Background: an optimization exercise with open tools, aiming at a short achievable clock period and few clock cycles per item. Do not read the settings as production practice. Function was checked by simulation only, so behaviour that the tests miss may differ from the original. Power is estimated from default activity; no workload was simulated.

==> run R: inputs <==
==> flow/design.v (excerpt) <==
module sliding_window_sender #(
   parameter int WINDOW_SLOTS  = 8,
   parameter int PAYLOAD_BYTES = 1024
) (
   input  logic        clock,
   input  logic        reset,
   input  logic        req_tvalid,
   output logic        req_tready,
   input  logic [15:0] req_tdata,    
   input  logic [1:0]  req_tuser,    
   output logic        rsp_tvalid,
   input  logic        rsp_tready,
   output logic [31:0] rsp_tdata,    
   output logic [2:0]  rsp_tuser,    
   output logic        rsp_tlast,    
   input  logic        csr_we,
   input  logic [1:0]  csr_index,
   input  logic [15:0] csr_wdata
);
   localparam int DW = 36;
   localparam int QDEPTH = 8;
   logic [15:0] packet_count_ff, timeout_ff, pcm1_ff, tom1_ff;
   logic [7:0]  pcl_oh_ff, lo_lt_ff, hs_mask_ff, len_hs_ff;
   logic [10:0] last_len_ff;
   logic        pc_nz_ff, tmax_ff, tzero_ff;
   logic          item_valid, item_take;
   logic [1:0]    item_kind;
   logic [15:0]   item_seq;
   logic          q_full, q_write, q_push, q_pop, q_not_empty;
   logic [DW-1:0] q_data, q_head;
   logic [15:0]   rsp_seq;
   logic [10:0]   rsp_len;
   always_ff @(posedge clock) begin
      if (reset) begin
         packet_count_ff <= 16'd1;
         last_len_ff     <= 11'd1024;
         timeout_ff      <= 16'd100;
      end else if (csr_we) begin
         if (csr_index == 2'd0) packet_count_ff <= csr_wdata;
         if (csr_index == 2'd1) last_len_ff     <= csr_wdata[10:0];
         if (csr_index == 2'd2) timeout_ff      <= csr_wdata;
      end
   end
   always_ff @(posedge clock) begin
      pcm1_ff   <= packet_count_ff - 16'd1;
      pc_nz_ff  <= packet_count_ff != '0;
      pcl_oh_ff <= 8'd1 << packet_count_ff[2:0];
      for (int i = 0; i < 8; i++) begin
         lo_lt_ff[i]   <= 3'(i) < packet_count_ff[2:0];
         hs_mask_ff[i] <= packet_count_ff[15:3] != '0 || 3'(i) < packet_count_ff[2:0];
         len_hs_ff[i]  <= packet_count_ff == 16'(i + 1);    
      end
      tom1_ff   <= timeout_ff - 16'd1;
      tzero_ff  <= timeout_ff == 16'd0;
      tmax_ff   <= timeout_ff == 16'hFFFF;
   end
   swsnd_front u_front (
      .clock      (clock),
      .reset      (reset),
      .req_tvalid (req_tvalid),
      .req_tready (req_tready),
      .kind       (req_tuser),
      .ack_seq    (req_tdata),
      .item_valid (item_valid),
      .item_kind  (item_kind),
  ...
==> module swsnd_cmdq, before the edit <==
module swsnd_cmdq #(
   parameter int W     = 8,
   parameter int DEPTH = 8
) (
   input  logic         clock,
   input  logic         reset,
   input  logic         write,
   input  logic         push,
   input  logic [W-1:0] push_data,
   output logic         full,
   input  logic         pop,
   output logic         not_empty,
   output logic [W-1:0] head
);
   localparam int AW = $clog2(DEPTH);
   logic [W-1:0]   entry_ff [DEPTH];
   logic [AW:0]    wr_ptr_ff, rd_ptr_ff;    
   logic [AW:0]    rd_next;
   logic [DEPTH:0] level_ff;                
   logic           give_back_ff;            
   logic           not_empty_ff;
   logic [1:0]     up;
   assign full      = level_ff[DEPTH];
   assign not_empty = not_empty_ff;
   assign head      = entry_ff[rd_ptr_ff[AW-1:0]];
   assign rd_next   = rd_ptr_ff + (AW+1)'(pop);
   assign up = 2'(write) - 2'(pop) - 2'(give_back_ff);
   always_ff @(posedge clock) begin
      if (reset) begin
         wr_ptr_ff    <= '0;
         rd_ptr_ff    <= '0;
         level_ff     <= (DEPTH+1)'(1);
         give_back_ff <= 1'b0;
         not_empty_ff <= 1'b0;
      end else begin
         if (push) wr_ptr_ff <= wr_ptr_ff + 1'b1;
         rd_ptr_ff    <= rd_next;
         give_back_ff <= write && !push;
         not_empty_ff <= push || rd_next != wr_ptr_ff;
         unique case (up)
            2'd1: level_ff <= {level_ff[DEPTH-1:0], 1'b0};
            2'd3: level_ff <= {1'b0, level_ff[DEPTH:1]};
            2'd2: level_ff <= {2'b0, level_ff[DEPTH:2]};
            default: ;
         endcase
      end
   end
   always_ff @(posedge clock) begin
      if (write) entry_ff[wr_ptr_ff[AW-1:0]] <= push_data;
   end
endmodule
Settings: LEC_CHECK=0, ABC_CLOCK_PERIOD_IN_PS=2000, CAP_MARGIN=20, CORE_MARGIN=2, CORE_UTILIZATION=65, PLACE_DENSITY=0.75, SLEW_MARGIN=20; clock period 8.0 ns.
standard.sh (not shown) runs the stock make flow with config.mk's settings and CLKGATE_MAP_FILE= SYNTH_SCRIPT=/design/flow/synth_recipe.tcl, a recipe that flattens the netlist after the stock synthesis.
==> flow/flow/run.sh <==
#!/bin/bash
set -euo pipefail
bash standard.sh SETUP_SLACK_MARGIN=5.4 \
  "BUFFER_PORTS_ARGS=-buffer_cell sky130_fd_sc_hd__buf_4" \
  finish > run_standard.log 2>&1
==> inputs of run E, as changes to run R <==
--- a/flow/design.v
+++ b/flow/design.v
@@ -81,49 +81,43 @@
    input  logic [W-1:0] push_data,
    output logic         full,
    input  logic         pop,
    output logic         not_empty,
    output logic [W-1:0] head
 );
    localparam int AW = $clog2(DEPTH);
    logic [W-1:0]   entry_ff [DEPTH];
-   logic [AW:0]    wr_ptr_ff, rd_ptr_ff;    
-   logic [AW:0]    rd_next;
+   logic [AW-1:0]  wr_ptr_ff, rd_ptr_ff;
    logic [DEPTH:0] level_ff;                
-   logic           give_back_ff;            
    logic           not_empty_ff;
-   logic [1:0]     up;
-   assign full      = level_ff[DEPTH];
+   logic           stage_valid_ff;          
+   logic [W-1:0]   stage_ff;
+   assign full      = level_ff[DEPTH] || (level_ff[DEPTH-1] && stage_valid_ff);
    assign not_empty = not_empty_ff;
-   assign head      = entry_ff[rd_ptr_ff[AW-1:0]];
-   assign rd_next   = rd_ptr_ff + (AW+1)'(pop);
-   assign up = 2'(write) - 2'(pop) - 2'(give_back_ff);
+   assign head      = entry_ff[rd_ptr_ff];
    always_ff @(posedge clock) begin
       if (reset) begin
-         wr_ptr_ff    <= '0;
-         rd_ptr_ff    <= '0;
-         level_ff     <= (DEPTH+1)'(1);
-         give_back_ff <= 1'b0;
-         not_empty_ff <= 1'b0;
+         wr_ptr_ff      <= '0;
+         rd_ptr_ff      <= '0;
+         level_ff       <= (DEPTH+1)'(1);
+         not_empty_ff   <= 1'b0;
+         stage_valid_ff <= 1'b0;
       end else begin
-         if (push) wr_ptr_ff <= wr_ptr_ff + 1'b1;
-         rd_ptr_ff    <= rd_next;
-         give_back_ff <= write && !push;
-         not_empty_ff <= push || rd_next != wr_ptr_ff;
-         unique case (up)
-            2'd1: level_ff <= {level_ff[DEPTH-1:0], 1'b0};
-            2'd3: level_ff <= {1'b0, level_ff[DEPTH:1]};
-            2'd2: level_ff <= {2'b0, level_ff[DEPTH:2]};
-            default: ;
-         endcase
+         stage_valid_ff <= write && push;
+         if (stage_valid_ff) wr_ptr_ff <= wr_ptr_ff + 1'b1;
+         if (pop)            rd_ptr_ff <= rd_ptr_ff + 1'b1;
+         if (stage_valid_ff && !pop) level_ff <= {level_ff[DEPTH-1:0], 1'b0};
+         if (pop && !stage_valid_ff) level_ff <= {1'b0, level_ff[DEPTH:1]};
+         not_empty_ff <= stage_valid_ff || !(level_ff[0] || (level_ff[1] && pop));
       end
    end
    always_ff @(posedge clock) begin
-      if (write) entry_ff[wr_ptr_ff[AW-1:0]] <= push_data;
+      if (write) stage_ff <= push_data;
+      if (stage_valid_ff) entry_ff[wr_ptr_ff] <= stage_ff;
    end
 endmodule
 module swsnd_back #(
    parameter int DW = 36
 ) (
    input  logic          clock,
    input  logic          reset,
    input  logic [15:0]   packet_count,
Settings changed: ABC_CLOCK_PERIOD_IN_PS 2000 to 2500.
==> inputs of run Z, as changes to run R <==
--- a/flow/design.v
+++ b/flow/design.v
@@ -173,34 +173,32 @@
    logic        proc, x_free;
    logic        hi0, hi1, inwin, ack_tr, slide, set_only;
    logic        is_start, is_hsdone, is_tick, clear, early;
    logic [7:0]  run_s, nlt_s, lt1_s, lt2_s, fire, hs_mask, bln_oh;
    logic [7:0]  age_gep, age_get;
    logic [2:0]  bl_n;
    logic        carry, done, allrun;
    logic        lq0, lq1, lq2, dz, d1, d2, d3, dgt0, dgt1, dgt2, pml;
-   logic [7:0]  lo_lt, lt0_s, ltc_s;
+   logic [7:0]  lo_lt, lt0_s, ltc_s, needm;
    logic [13:0] bhp3, pc_hi14;
    logic [6:0]  df_cmp;
-   logic        done_pre, pc_top, lo_bl, adm0;
-   logic [7:0]  pm_oh;
-   logic        base_lt_ff, base_lt_in;    
+   logic        done_pre, pc_top, base_lt;
    logic [12:0] pc_hi, pm_hi;
    logic [2:0]  pc_lo, pm_lo;
    logic [7:0]  d_emask;
    logic [2:0]  d_first, fire_idx, d_lasts;
    logic        d_lastv;
    logic        d_resend, d_sorder;
    logic [2:0]  d_bl;
    logic [12:0] d_hi;
+   logic [7:0]  d_lenm;
    logic        d_tail;
    logic [1:0]  d_tail_ev;
-   logic [7:0]  len_hs;
-   logic        pm_above;              
+   logic [7:0]  len_slide, len_tick, len_hs;
    logic [7:0]  fire_any, first_fire;
    assign pc_hi = packet_count[15:3];
    assign pc_lo = packet_count[2:0];
    assign pm_hi = pc_minus1[15:3];
    assign pm_lo = pc_minus1[2:0];
    assign proc      = x_valid_ff && !q_full;
    assign x_free    = !x_valid_ff || proc;
    assign item_take = item_valid && x_free;
@@ -236,17 +234,18 @@
    assign is_hsdone = proc && x_kind_ff[2] && phase_ff != PH_CLOSED;
    assign is_tick   = proc && x_kind_ff[3] && phase_ff != PH_CLOSED;
    assign clear     = is_start || is_hsdone;
    assign early     = proc && x_kind_ff[1] && phase_ff == PH_HANDSHK;
    assign hi0 = mv_clear_ff ? x_z0_ff : mv_carry_ff ? x_e1_ff : x_e0_ff;
    assign hi1 = mv_clear_ff ? x_z1_ff : mv_carry_ff ? x_e2_ff : x_e1_ff;
    assign ack_tr   = proc && x_kind_ff[1] && phase_ff == PH_TRANSFER;
    assign inwin    = (hi0 && (x_lo_ff & abovebl) != '0) || (hi1 && (x_lo_ff & ~abovebl) != '0);
-   assign slide    = ack_tr && hi0 && (x_lo_ff & bloh_ff) != '0 && base_lt_ff;
+   assign base_lt  = dgt0 || (dz && (lo_lt & bloh_ff) != '0);    
+   assign slide    = ack_tr && hi0 && (x_lo_ff & bloh_ff) != '0 && base_lt;
    assign set_only = ack_tr && inwin && (x_lo_ff & ltc_s) != '0;
    always_comb begin
       for (int i = 0; i < 8; i++) begin
          run_s[i] = 1'b0;
          for (int b = 0; b < 8; b++) begin
             logic t;
             t = bloh_ff[b];
             for (int m = 1; m < 8; m++) begin
@@ -269,30 +268,28 @@
    endfunction
    assign df_pc  = dflags({1'b0, pc_hi});
    assign pc_hi14 = {1'b0, pc_hi};
    assign bhp3    = bhp2_ff + 14'd1;
    assign df_cmp  = {pc_hi14 > bhp2_ff, pc_hi14 > bhp1_ff, pc_hi14 > {1'b0, bh_ff},
                      pc_hi14 == bhp3, pc_hi14 == bhp2_ff, pc_hi14 == bhp1_ff, pc_hi14 == {1'b0, bh_ff}};
    assign df_dec = {!dist_ff[13] && dist_ff[12:0] > 13'd3, df_ff[6:5], dist_ff == 14'd4, df_ff[3:1]};
    assign {dgt2, dgt1, dgt0, d3, d2, d1, dz} = df_ff;
-   assign lo_bl    = (lo_lt & bloh_ff) != '0;                    
-   assign adm0     = dgt1 || (d1 && lo_bl);                       
-   assign pc_top   = d1 && (pc_lo_onehot & bloh_ff) != '0;        
-   assign done_pre = dz ? lo_bl : (d1 && !lo_bl);                 
-   assign pm_oh    = {pc_lo_onehot[0], pc_lo_onehot[7:1]};        
-   assign done     = done_pre && (run_s & pm_oh) != '0 &&
-                     (pc_top || (run_s & pc_lo_onehot) == '0);
+   assign pc_top   = d1 && (pc_lo_onehot & bloh_ff) != '0;     
+   assign done_pre = (ltc_s & bloh_ff) != '0 && (nlt_s & bloh_ff) == '0;
+   assign done     = done_pre && (needm & ~acked_ff) == '0 &&
+                     (pc_top || (acked_ff & pc_lo_onehot) == '0);
    always_comb begin
       for (int i = 0; i < 8; i++) begin
          lt0_s[i] = dgt0 || (dz && lo_lt[i]);
          lt1_s[i] = dgt1 || (d1 && lo_lt[i]);
          lt2_s[i] = dgt2 || (d2 && lo_lt[i]);
          nlt_s[i] = abovebl[i] ? lt1_s[i] : lt2_s[i];
          ltc_s[i] = abovebl[i] ? lt0_s[i] : lt1_s[i];    
+         needm[i] = ltc_s[i] && !bloh_ff[i];
       end
       lo_lt   = pc_lo_less;
       hs_mask = hsdone_mask;
    end
    always_comb begin
       logic seen;
       seen = 1'b0;
       for (int i = 0; i < 8; i++) begin
@@ -317,17 +314,16 @@
       bhp2_in  = bhp2_ff;
       bl_in    = bl_ff;
       bloh_in  = bloh_ff;
       geb_in   = abovebl;
       acked_in = acked_ff;
       outst_in = outst_ff;
       dist_in  = proc ? dist_ff : {1'b0, pc_hi} - {1'b0, bh_ff};
       df_in    = proc ? df_ff : df_cmp;
-      base_lt_in = proc ? base_lt_ff : {bh_ff, bl_ff} < packet_count;
       for (int i = 0; i < 8; i++) begin
          if (clear || (slide && run_s[i]) || fire[i]) begin
             age_in[i] = '0;
             ge_in[i]  = timeout_zero;
          end else if (is_tick && outst_ff[i]) begin
             age_in[i] = (age_ff[i] == 16'hFFFF) ? 16'hFFFF : age_ff[i] + 16'd1;
             ge_in[i]  = age_gep[i];
          end else begin
@@ -338,29 +334,26 @@
       if (clear) begin
          phase_in = is_start ? PH_HANDSHK : PH_TRANSFER;
          bh_in    = '0;
          bhp1_in  = 14'd1;
          bhp2_in  = 14'd2;
          bl_in    = '0;
          bloh_in  = 8'd1;
          geb_in   = 8'hFF;
-         base_lt_in = pc_nonzero;
          dist_in  = {1'b0, pc_hi};
          df_in    = df_pc;
          acked_in = '0;
          outst_in = is_start ? 8'd0 : hs_mask;
       end
       if (set_only) begin
          acked_in = acked_ff | x_lo_ff;
       end
       if (slide) begin
          if (done) phase_in = PH_CLOSED;
-         base_lt_in = carry ? dgt1 || (d1 && (bln_oh & lo_lt) != '0)
-                            : dgt0 || (dz && (bln_oh & lo_lt) != '0);
          bl_in   = bl_n;
          bloh_in = bln_oh;
          for (int i = 0; i < 8; i++) geb_in[i] = (bln_oh & ~(8'hFE << i)) != '0;
          if (carry) begin
             bh_in   = bhp1_ff[12:0];
             bhp1_in = bhp2_ff;
             bhp2_in = bhp2_ff + 14'd1;
             dist_in = dist_ff - 14'd1;
@@ -381,55 +374,63 @@
       bl_ff    <= bl_in;
       bloh_ff  <= bloh_in;
       abovebl  <= geb_in;
       acked_ff <= acked_in;
       outst_ff <= outst_in;
       ge_ff    <= ge_in;
       dist_ff  <= dist_in;
       df_ff    <= df_in;
-      base_lt_ff <= base_lt_in;
       for (int i = 0; i < 8; i++) age_ff[i] <= age_in[i];
    end
    assign pml = pc_lo == 3'd0;
    assign len_hs = hsdone_len;
    assign lq0 = pc_nonzero && (pml ? d1 : dz);
    assign lq1 = pc_nonzero && (pml ? d2 : d1);
    assign lq2 = pc_nonzero && (pml ? d3 : d2);
-   assign pm_above = abovebl[pm_lo];
+   always_comb begin
+      for (int j = 0; j < 8; j++) begin
+         len_slide[j] = (!abovebl[j] ? lq2 : lq1) && 3'(j) == pm_lo;
+         len_tick[j]  = (!abovebl[j] ? lq1 : lq0) && 3'(j) == pm_lo;
+      end
+   end
    always_comb begin
       d_resend  = x_kind_ff[3];
       d_sorder  = x_kind_ff[1];
       d_bl      = (x_kind_ff[1] && phase_ff == PH_HANDSHK) ? x_seq_ff[2:0] :
                   x_kind_ff[2] ? 3'd0 : bl_ff;
       d_tail_ev = x_kind_ff[0] ? 2'd1 : (phase_ff == PH_HANDSHK) ? 2'd2 : 2'd0;
       if (x_kind_ff[1]) begin
          d_hi   = (phase_ff == PH_HANDSHK) ? x_seq_ff[15:3] : bhp1_ff[12:0];
-         d_lastv = pm_above ? lq1 : lq2;
+         d_lenm = len_slide;
          d_emask = (phase_ff == PH_HANDSHK) ? 8'd0 : run_s & nlt_s;
          d_first = bl_ff;
          d_tail  = (phase_ff == PH_HANDSHK) || done;
       end else if (x_kind_ff[3]) begin
          d_hi    = bh_ff;
-         d_lastv = pm_above ? lq0 : lq1;
+         d_lenm  = len_tick;
          d_emask = fire;
          d_first = fire_idx;
          d_tail  = 1'b0;
       end else begin
          d_hi    = '0;
-         d_lastv = len_hs != '0;
+         d_lenm  = len_hs;
          d_emask = x_kind_ff[2] ? hs_mask : 8'd0;
          d_first = 3'd0;
          d_tail  = x_kind_ff[0];
       end
       q_push = is_start || early || (is_hsdone && pc_nonzero) ||
-               (slide && (adm0 || done)) || (fire != '0);
+               (slide && ((nlt_s & bloh_ff) != '0 || done)) || (fire != '0);
    end
    assign q_write = proc;
-   assign d_lasts = pm_lo;    
+   always_comb begin
+      d_lastv = d_lenm != '0;
+      d_lasts = '0;
+      for (int i = 0; i < 8; i++) if (d_lenm[i]) d_lasts = d_lasts | 3'(i);
+   end
    assign q_data  = {d_emask, d_first, d_resend, d_sorder, d_bl, d_hi, d_lastv, d_lasts,
                      d_tail, d_tail_ev};
 endmodule
 module swsnd_seq #(
    parameter int DW = 36
 ) (
    input  logic          clock,
    input  logic          reset,
@@ -457,17 +458,17 @@
    logic          q_one;
    logic          c_one_ff;           
    logic          c_has_ff;           
    logic [7:0]    c_low_ff;           
    logic          c_valid_ff;
    logic [7:0]    c_emask_ff;
    logic          c_resend_ff;
    logic [7:0]    c_geb_ff, c_ltb_ff, c_lenm_ff;
-   logic [12:0]   c_hi0_ff, c_hi1;
+   logic [12:0]   c_hi0_ff, c_hi1_ff;
    logic          c_tail_ff;
    logic [2:0]    c_tail_ev_ff;
    logic [15:0]   c_tail_seq_ff;
    logic [7:0]    low, rest;
    logic [2:0]    s;
    logic          has_pkt, wrap, lastlen, emit, finish, load;
    logic [30:0]   beat;
    logic          o_valid_ff, k_valid_ff;
@@ -503,23 +504,22 @@
       next_beat = ((m & geb) != '0) ? lowest(m & geb) : lowest(m);
    endfunction
    always_comb begin
       low = c_low_ff;
       s = '0;
       for (int i = 0; i < 8; i++) if (low[i]) s = s | 3'(i);
    end
    assign rest    = c_emask_ff & ~low;
-   assign c_hi1   = c_hi0_ff + 13'd1;
    assign has_pkt = c_has_ff;
    assign wrap    = (low & c_ltb_ff) != '0;
    assign lastlen = (low & c_lenm_ff) != '0;
    always_comb begin
       if (has_pkt) begin
-         beat = {c_resend_ff ? 3'd1 : 3'd0, wrap ? c_hi1 : c_hi0_ff, s,
+         beat = {c_resend_ff ? 3'd1 : 3'd0, wrap ? c_hi1_ff : c_hi0_ff, s,
                  lastlen ? last_len : 11'd1024, c_one_ff && !c_tail_ff};
       end else begin
          beat = {c_tail_ev_ff, c_tail_seq_ff, 11'd0, 1'b1};
       end
    end
    assign emit   = c_valid_ff && !k_valid_ff;
    assign finish = emit && beat[0];
    assign load   = !c_valid_ff || finish;
@@ -537,16 +537,17 @@
          c_one_ff      <= q_one;
          c_has_ff      <= q_emask != '0;
          c_low_ff      <= 8'd1 << q_first;
          c_resend_ff   <= q_resend;
          c_geb_ff      <= q_geb;
          c_ltb_ff      <= q_ltb;
          c_lenm_ff     <= q_lastv ? 8'd1 << q_lasts : 8'd0;
          c_hi0_ff      <= q_hi;
+         c_hi1_ff      <= q_hi + 13'd1;
          c_tail_ff     <= q_tail;
          c_tail_ev_ff  <= (q_tail_ev == 2'd0) ? 3'd4 : (q_tail_ev == 2'd1) ? 3'd2 : 3'd3;
          c_tail_seq_ff <= (q_tail_ev == 2'd2) ? {q_hi, q_bl} : packet_count;
       end else if (emit) begin
          c_emask_ff <= rest;
          c_one_ff   <= atmost1(rest);
          c_has_ff   <= !c_one_ff;
          c_low_ff   <= next_beat(rest, c_geb_ff);
Settings changed: ABC_CLOCK_PERIOD_IN_PS 2000 to 2500, CORE_UTILIZATION 65 to 80, PLACE_DENSITY 0.75 to 0.85.
==> inputs of run D, as changes to run R <==
--- a/flow/design.v
+++ b/flow/design.v
@@ -173,21 +173,20 @@
    logic        proc, x_free;
    logic        hi0, hi1, inwin, ack_tr, slide, set_only;
    logic        is_start, is_hsdone, is_tick, clear, early;
    logic [7:0]  run_s, nlt_s, lt1_s, lt2_s, fire, hs_mask, bln_oh;
    logic [7:0]  age_gep, age_get;
    logic [2:0]  bl_n;
    logic        carry, done, allrun;
    logic        lq0, lq1, lq2, dz, d1, d2, d3, dgt0, dgt1, dgt2, pml;
-   logic [7:0]  lo_lt, lt0_s, ltc_s;
+   logic [7:0]  lo_lt, lt0_s, ltc_s, needm;
    logic [13:0] bhp3, pc_hi14;
    logic [6:0]  df_cmp;
-   logic        done_pre, pc_top, lo_bl, adm0;
-   logic [7:0]  pm_oh;
+   logic        done_pre, pc_top;
    logic        base_lt_ff, base_lt_in;    
    logic [12:0] pc_hi, pm_hi;
    logic [2:0]  pc_lo, pm_lo;
    logic [7:0]  d_emask;
    logic [2:0]  d_first, fire_idx, d_lasts;
    logic        d_lastv;
    logic        d_resend, d_sorder;
    logic [2:0]  d_bl;
@@ -269,30 +268,28 @@
    endfunction
    assign df_pc  = dflags({1'b0, pc_hi});
    assign pc_hi14 = {1'b0, pc_hi};
    assign bhp3    = bhp2_ff + 14'd1;
    assign df_cmp  = {pc_hi14 > bhp2_ff, pc_hi14 > bhp1_ff, pc_hi14 > {1'b0, bh_ff},
                      pc_hi14 == bhp3, pc_hi14 == bhp2_ff, pc_hi14 == bhp1_ff, pc_hi14 == {1'b0, bh_ff}};
    assign df_dec = {!dist_ff[13] && dist_ff[12:0] > 13'd3, df_ff[6:5], dist_ff == 14'd4, df_ff[3:1]};
    assign {dgt2, dgt1, dgt0, d3, d2, d1, dz} = df_ff;
-   assign lo_bl    = (lo_lt & bloh_ff) != '0;                    
-   assign adm0     = dgt1 || (d1 && lo_bl);                       
-   assign pc_top   = d1 && (pc_lo_onehot & bloh_ff) != '0;        
-   assign done_pre = dz ? lo_bl : (d1 && !lo_bl);                 
-   assign pm_oh    = {pc_lo_onehot[0], pc_lo_onehot[7:1]};        
-   assign done     = done_pre && (run_s & pm_oh) != '0 &&
-                     (pc_top || (run_s & pc_lo_onehot) == '0);
+   assign pc_top   = d1 && (pc_lo_onehot & bloh_ff) != '0;     
+   assign done_pre = (ltc_s & bloh_ff) != '0 && (nlt_s & bloh_ff) == '0;
+   assign done     = done_pre && (needm & ~acked_ff) == '0 &&
+                     (pc_top || (acked_ff & pc_lo_onehot) == '0);
    always_comb begin
       for (int i = 0; i < 8; i++) begin
          lt0_s[i] = dgt0 || (dz && lo_lt[i]);
          lt1_s[i] = dgt1 || (d1 && lo_lt[i]);
          lt2_s[i] = dgt2 || (d2 && lo_lt[i]);
          nlt_s[i] = abovebl[i] ? lt1_s[i] : lt2_s[i];
          ltc_s[i] = abovebl[i] ? lt0_s[i] : lt1_s[i];    
+         needm[i] = ltc_s[i] && !bloh_ff[i];
       end
       lo_lt   = pc_lo_less;
       hs_mask = hsdone_mask;
    end
    always_comb begin
       logic seen;
       seen = 1'b0;
       for (int i = 0; i < 8; i++) begin
@@ -416,17 +413,17 @@
       end else begin
          d_hi    = '0;
          d_lastv = len_hs != '0;
          d_emask = x_kind_ff[2] ? hs_mask : 8'd0;
          d_first = 3'd0;
          d_tail  = x_kind_ff[0];
       end
       q_push = is_start || early || (is_hsdone && pc_nonzero) ||
-               (slide && (adm0 || done)) || (fire != '0);
+               (slide && ((nlt_s & bloh_ff) != '0 || done)) || (fire != '0);
    end
    assign q_write = proc;
    assign d_lasts = pm_lo;    
    assign q_data  = {d_emask, d_first, d_resend, d_sorder, d_bl, d_hi, d_lastv, d_lasts,
                      d_tail, d_tail_ev};
 endmodule
 module swsnd_seq #(
    parameter int DW = 36
==> flow/flow/run.sh (replaced) <==
#!/bin/bash
set -euo pipefail
bash standard.sh SETUP_SLACK_MARGIN=5.7 \
  "BUFFER_PORTS_ARGS=-buffer_cell sky130_fd_sc_hd__buf_4" \
  finish > run_standard.log 2>&1
Settings changed: ABC_CLOCK_PERIOD_IN_PS 2000 to 2500.
==> summary of the runs <==
Run R passed the timing, DRC and antenna checks. Run E completed without violations. Run Z died in global routing (GRT-0116). Run D went through all stages and came out clean.
Against run D, the design area of run R is smaller by 6.0%.
Against run R, the setup slack of run E is higher by 0.083 ns.
Die area, highest first: run E, run R, run D.
Register-to-register slack, highest first: run E, run R, run D.
Worst hold slack: run R < run E < run D.
In run D the sequential power is larger than in run E, by 6.2%.
Clock-buffer cell count, highest first: run R, run E, run D.
==> figures <==
Mapped Avg Cell Area: run R 10.7 um^2; run Z 10.7 um^2; run D 10.7 um^2; run E 10.9 um^2
Design area: run R 0.0510 mm^2; run Z -; run D 0.0542 mm^2; run E 0.0507 mm^2
Xor/xnor cell area share of the yosys netlist: run R 3.71%; run Z 3.60%; run D 3.61%; run E 3.75%
Count of non-CTS inverters in the layout: run R 194; run Z -; run D 195; run E 182
Fillcell total: run R 4,151; run Z -; run D 3,389; run E 4,430
Most common cell after layout, fill and taps aside: run R sky130_fd_sc_hd__edfxtp_1; run Z -; run D sky130_fd_sc_hd__edfxtp_1; run E sky130_fd_sc_hd__edfxtp_1
Post-synthesis simple-gate area fraction: run R 13.2%; run Z 13.8%; run D 13.5%; run E 12.9%
Pre-antenna DRT Iters: run R 7; run Z -; run D 9; run E 10
Routed met3 length: run R 16,200 um; run Z -; run D 19,900 um; run E 13,100 um
Outcome: run R no timing/DRC/antenna violations; run Z aborted with a tool error; run D no timing/DRC/antenna violations; run E no timing/DRC/antenna violations
Stage where the flow stopped: run R -; run Z global routing; run D -; run E -
Post-CTS Repair Setup Buffers: run R 108; run Z 86; run D 125; run E 64
Sink count of the clock tree: run R 833; run Z 845; run D 833; run E 870
Initial DRC Count: run R 4,847; run Z -; run D 5,915; run E 4,228
Fraction of power consumed by sequential logic: run R 45.6%; run Z -; run D 44.0%; run E 49.4%
Height of the die: run R 262 um; run Z 237 um; run D 262 um; run E 264 um
Testbench counts of run R, summed over its fixed seeds: cycles 21,144, items 19,083.
Testbench counts of run E, summed over its fixed seeds: cycles 21,242, items 19,083.
Testbench counts of run Z, summed over its fixed seeds: cycles 21,144, items 19,083.
Testbench counts of run D, summed over its fixed seeds: cycles 21,144, items 19,083.

## what the ideal ports hide
The flow's constraints put no driver on any port. The routed layouts listed below were extracted and timed again, unchanged, in two steps.
Step 1, drivers: a clkbuf_16 drives clock and a buf_2 each remaining input, both assumed.
Step 2 times the ports against the registers' clock, not the clock port: input delays grow and output delays shrink by t, the midpoint of the rising clock arrivals with the driver on.
Three values: ideal ports, drivers, drivers and shift; two values: the first two.
| run | shift t [ns] | setup WS [ns] | pins driven straight from the clock port |
|---|---|---|---|
| run R | 0.705 | 5.174 / 5.174 / 4.750 | 1 |
| run E | 0.726 | 5.257 / 5.187 / 4.925 | 1 |
| run D | 0.726 | 4.925 / 4.925 / 4.847 | 1 |
After both steps setup and hold are still met in every run listed. For run R, which loses most, drivers alone change the setup slack by 0.000 ns; drivers and shift together by -0.424 ns.
